Source: an optimization exercise on an open RTL-to-GDS flow (aim: small area). Production flows keep margins and buffers that such runs may drop.
The RTL was checked by simulation tests, not by an equivalence proof against the original design.
The flow treats the clock pin as an ideal source, which a real chip does not have.

Setup of job 101:
Design load_current_regulator, start of the top module:
module load_current_regulator
#(
  parameter int unsigned PWM_LIMIT = 4000
) (
  input  logic        clk_i,
  input  logic        rst_ni,
  input  logic        cfg_we_i,
  input  logic [2:0]  cfg_index_i,
  input  logic [13:0] cfg_data_i,
  input  logic        s_axis_tvalid_i,
  output logic        s_axis_tready_o,
  input  logic [39:0] s_axis_tdata_i,
  output logic        m_axis_tvalid_o,
  input  logic        m_axis_tready_i,
  output logic [47:0] m_axis_tdata_o
);
==> flow/config.mk <==
export PLATFORM = sky130hd
export DESIGN_NAME = load_current_regulator
export DESIGN_NICKNAME = load_current_regulator
export VERILOG_FILES = /design/flow/design.v
export SDC_FILE = /design/flow/constraint.sdc
export NUM_CORES = 4
export LEC_CHECK = 0
export CAP_MARGIN = 20
export CORE_MARGIN = 2
export CORE_UTILIZATION = 40
export SLEW_MARGIN = 20
==> flow/constraint.sdc <==
create_clock -name core_clock -period 15.0 [get_ports {clk_i}]
set_input_delay 3.0000 -clock core_clock [delete_from_list [all_inputs] [get_ports {clk_i}]]
set_output_delay 3.0000 -clock core_clock [all_outputs]
set_load 0.01 [all_outputs]
run.sh (not shown) runs the stock make flow with config.mk's settings and CLKGATE_MAP_FILE= SYNTH_SCRIPT=/design/flow/synth_recipe.tcl, a recipe that flattens the netlist after the stock synthesis.
Changes in job 102 relative to job 101:
==> flow/flow/run.sh (new file) <==
#!/bin/bash
# Standard ORFS layout (the standard.sh, standard synthesis unchanged) with
# smaller port buffers and a clock tree without dummy balancing loads.
set -euo pipefail
cp standard.sh standard_copy.sh
bash standard.sh \
  BUFFER_PORTS_ARGS="-buffer_cell sky130_fd_sc_hd__buf_1" \
  CTS_ARGS="-sink_clustering_enable -repair_clock_nets -dont_use_dummy_load -buf_list {sky130_fd_sc_hd__clkbuf_4 sky130_fd_sc_hd__clkbuf_8}" \
  finish > flow_make.log 2>&1
==> flow/standard.sh (new file) <==
#!/bin/bash
# synth_recipe.tcl (not shown) runs the flow's synth.tcl, then flattens the netlist and writes it again
# the make line also repeats each setting of config.mk as NAME=value (left out here)
make -C /OpenROAD-flow-scripts/flow DESIGN_CONFIG=/design/flow/config.mk WORK_HOME=/design/flow/orfs CLKGATE_MAP_FILE= SYNTH_SCRIPT=/design/flow/synth_recipe.tcl "${@:-finish}"
-- flow/config.mk --
<<< job 101, line 7
export LEC_CHECK = 0
export CAP_MARGIN = 20
>>> job 102, line 7
export LEC_CHECK = 0
export ABC_AREA = 1
export CAP_MARGIN = 20
removed: flow/run.sh
==> comparison <==
The smallest hold slack on job 102 is in line with that on job 101.
Compared job 102 vs job 101, and proportion of synthesized chip area in sequential cells is down in job 102.
Job 101 -> job 102: placeable core region increased by a few percent
The run showing the greater worst setup slack is job 102.
Run comparison: job 101 largest family of logic cells by synthesized area multiplexers; job 102 largest family of logic cells by synthesized area simple AND/OR/NAND/NOR gates
Higher average wire length per cell after detail routing goes to job 101 over job 102.

---

== v6 ==
load_current_regulator, a different RTL version from the one above (not shown whole).
For scale: ~690 cells after synthesis, ~200 flip-flops, roughly 9200 um2 of cells after synthesis.
## load_current_regulator
module load_current_regulator
#(
  parameter int unsigned PWM_LIMIT = 4000
) (
  input  logic        clk_i,
  input  logic        rst_ni,
  input  logic        cfg_we_i,
  input  logic [2:0]  cfg_index_i,
  input  logic [13:0] cfg_data_i,
  input  logic        s_axis_tvalid_i,
  output logic        s_axis_tready_o,
  input  logic [39:0] s_axis_tdata_i,
  output logic        m_axis_tvalid_o,
  input  logic        m_axis_tready_i,
  output logic [47:0] m_axis_tdata_o
);
export LEC_CHECK = 0
export CAP_MARGIN = 20
export CORE_MARGIN = 2
export CORE_UTILIZATION = 40
export SLEW_MARGIN = 20
create_clock -name core_clock -period 15.0 [get_ports {clk_i}]
standard.sh (not shown) runs the stock make flow with config.mk's settings and CLKGATE_MAP_FILE= SYNTH_SCRIPT=/design/flow/synth_recipe.tcl, a recipe that flattens the netlist after the stock synthesis.
==> flow/flow/run.sh <==
#!/bin/bash
# Layout: the standard flow (standard.sh, standard synthesis unchanged) with
# three changes: the port buffers are sky130_fd_sc_hd__buf_1 instead of the
# default clkdlybuf4s50_1; the clock tree is built from clkbuf_8 (root
# clkbuf_16) without dummy balancing loads; after CTS the clock buffers with a
# large fanout are upsized (flow/post_cts.tcl). Each tool's full log stays under
# orfs/logs; make's output goes to flow_make.log in this folder.
set -euo pipefail
bash standard.sh \
  BUFFER_PORTS_ARGS="-buffer_cell sky130_fd_sc_hd__buf_1" \
  CTS_ARGS="-sink_clustering_enable -repair_clock_nets -dont_use_dummy_load -root_buf sky130_fd_sc_hd__clkbuf_16 -buf_list {sky130_fd_sc_hd__clkbuf_8}" \
  POST_CTS_TCL="$PWD/flow/post_cts.tcl" \
  finish > flow_make.log 2>&1
==> flow/flow/post_cts.tcl <==
# After clock tree synthesis: upsize the clock buffers that drive many sinks
# (sky130_fd_sc_hd__clkbuf_8 -> clkbuf_16) so that every flip-flop clock pin
# keeps a low slew, then legalize the placement again.
set block [ord::get_db_block]
set changed 0
foreach inst [$block getInsts] {
  if {[[$inst getMaster] getName] ne "sky130_fd_sc_hd__clkbuf_8"} { continue }
  set fo 0
  foreach it [$inst getITerms] {
    if {[$it isOutputSignal]} {
      set net [$it getNet]
      if {$net ne "NULL"} { set fo [expr {[llength [$net getITerms]] - 1}] }
    }
  }
  if {$fo > 14} {
    replace_cell [$inst getName] sky130_fd_sc_hd__clkbuf_16
    incr changed
  }
}
puts "post_cts: upsized $changed clock buffers"
if {$changed > 0} {
  detailed_placement
  check_placement -verbose
  estimate_parasitics -placement
}
v6: full flow OK, the timing, DRC and antenna checks passed
--- input diff v6..v7 ---
==> flow/flow/run.sh <==
#!/bin/bash
# Layout: the standard flow (standard.sh, standard synthesis unchanged) with
# three changes: the port buffers are sky130_fd_sc_hd__buf_1 instead of the
# default clkdlybuf4s50_1; the clock tree is built from clkbuf_8 (root
# clkbuf_16) as a plain H-tree without sink clustering or dummy balancing loads; after CTS the clock buffers with a
# large fanout are upsized (flow/post_cts.tcl). Each tool's full log stays under
# orfs/logs; make's output goes to flow_make.log in this folder.
set -euo pipefail
bash standard.sh \
  BUFFER_PORTS_ARGS="-buffer_cell sky130_fd_sc_hd__buf_1" \
  CTS_ARGS="-repair_clock_nets -dont_use_dummy_load -root_buf sky130_fd_sc_hd__clkbuf_16 -buf_list {sky130_fd_sc_hd__clkbuf_8}" \
  POST_CTS_TCL="$PWD/flow/post_cts.tcl" \
  finish > flow_make.log 2>&1
Findings:
v7 | stages: all done | timing, DRC, antenna: all pass. Re setup TNS: no difference whatsoever between v7 and v6. Clock buffer count in the final layout in v7 is 18 below v6. In the tables for v7 and v6, area added between synthesis and finish reads higher with v6. Comparing v6 against v7, there is no change at all in number of tap cells inserted. Measured against each other, v7 and v6 differ in finished layout cell area, the lower figure coming from v7. Measured against each other, v7 and v6 differ in worst setup slack, the lower figure coming from v6.

what the ideal ports hide:
Ports are ideal in the flow. The routed layouts listed here were re-timed in OpenROAD. Step 1: set_driving_cell puts a clkbuf_16 on clk_i and a buf_2 on each other input, an assumption about the parent block. Step 2 times the ports against the registers' clock, not the clock port: input delays grow and output delays shrink by t, the midpoint of the rising clock arrivals with the driver on. a / b / c = no drivers / after step 1 / after step 2; a / b = the first two.
run	t (ns)	setup slack, ns	hold WS [ns]	clock arrival spread, ns	cell pins on the clock port's net
job 101	0.548	8.229 / 8.248 / 7.700	0.416 / 0.416 / 0.416	0.014 / 0.014	1
job 102	0.545	8.529 / 8.546 / 8.001	0.416 / 0.416 / 0.416	0.055 / 0.055	1
v6	0.492	7.405 / 7.405 / 7.405	0.320 / 0.320 / 0.320	0.014 / 0.015	1
v7	0.433	7.411 / 7.411 / 7.375	0.314 / 0.314 / 0.314	0.030 / 0.030	1
After both steps every run listed still meets setup and hold. For job 101, which loses most, drivers alone change the setup slack by +0.019 ns; drivers and shift together by -0.529 ns.
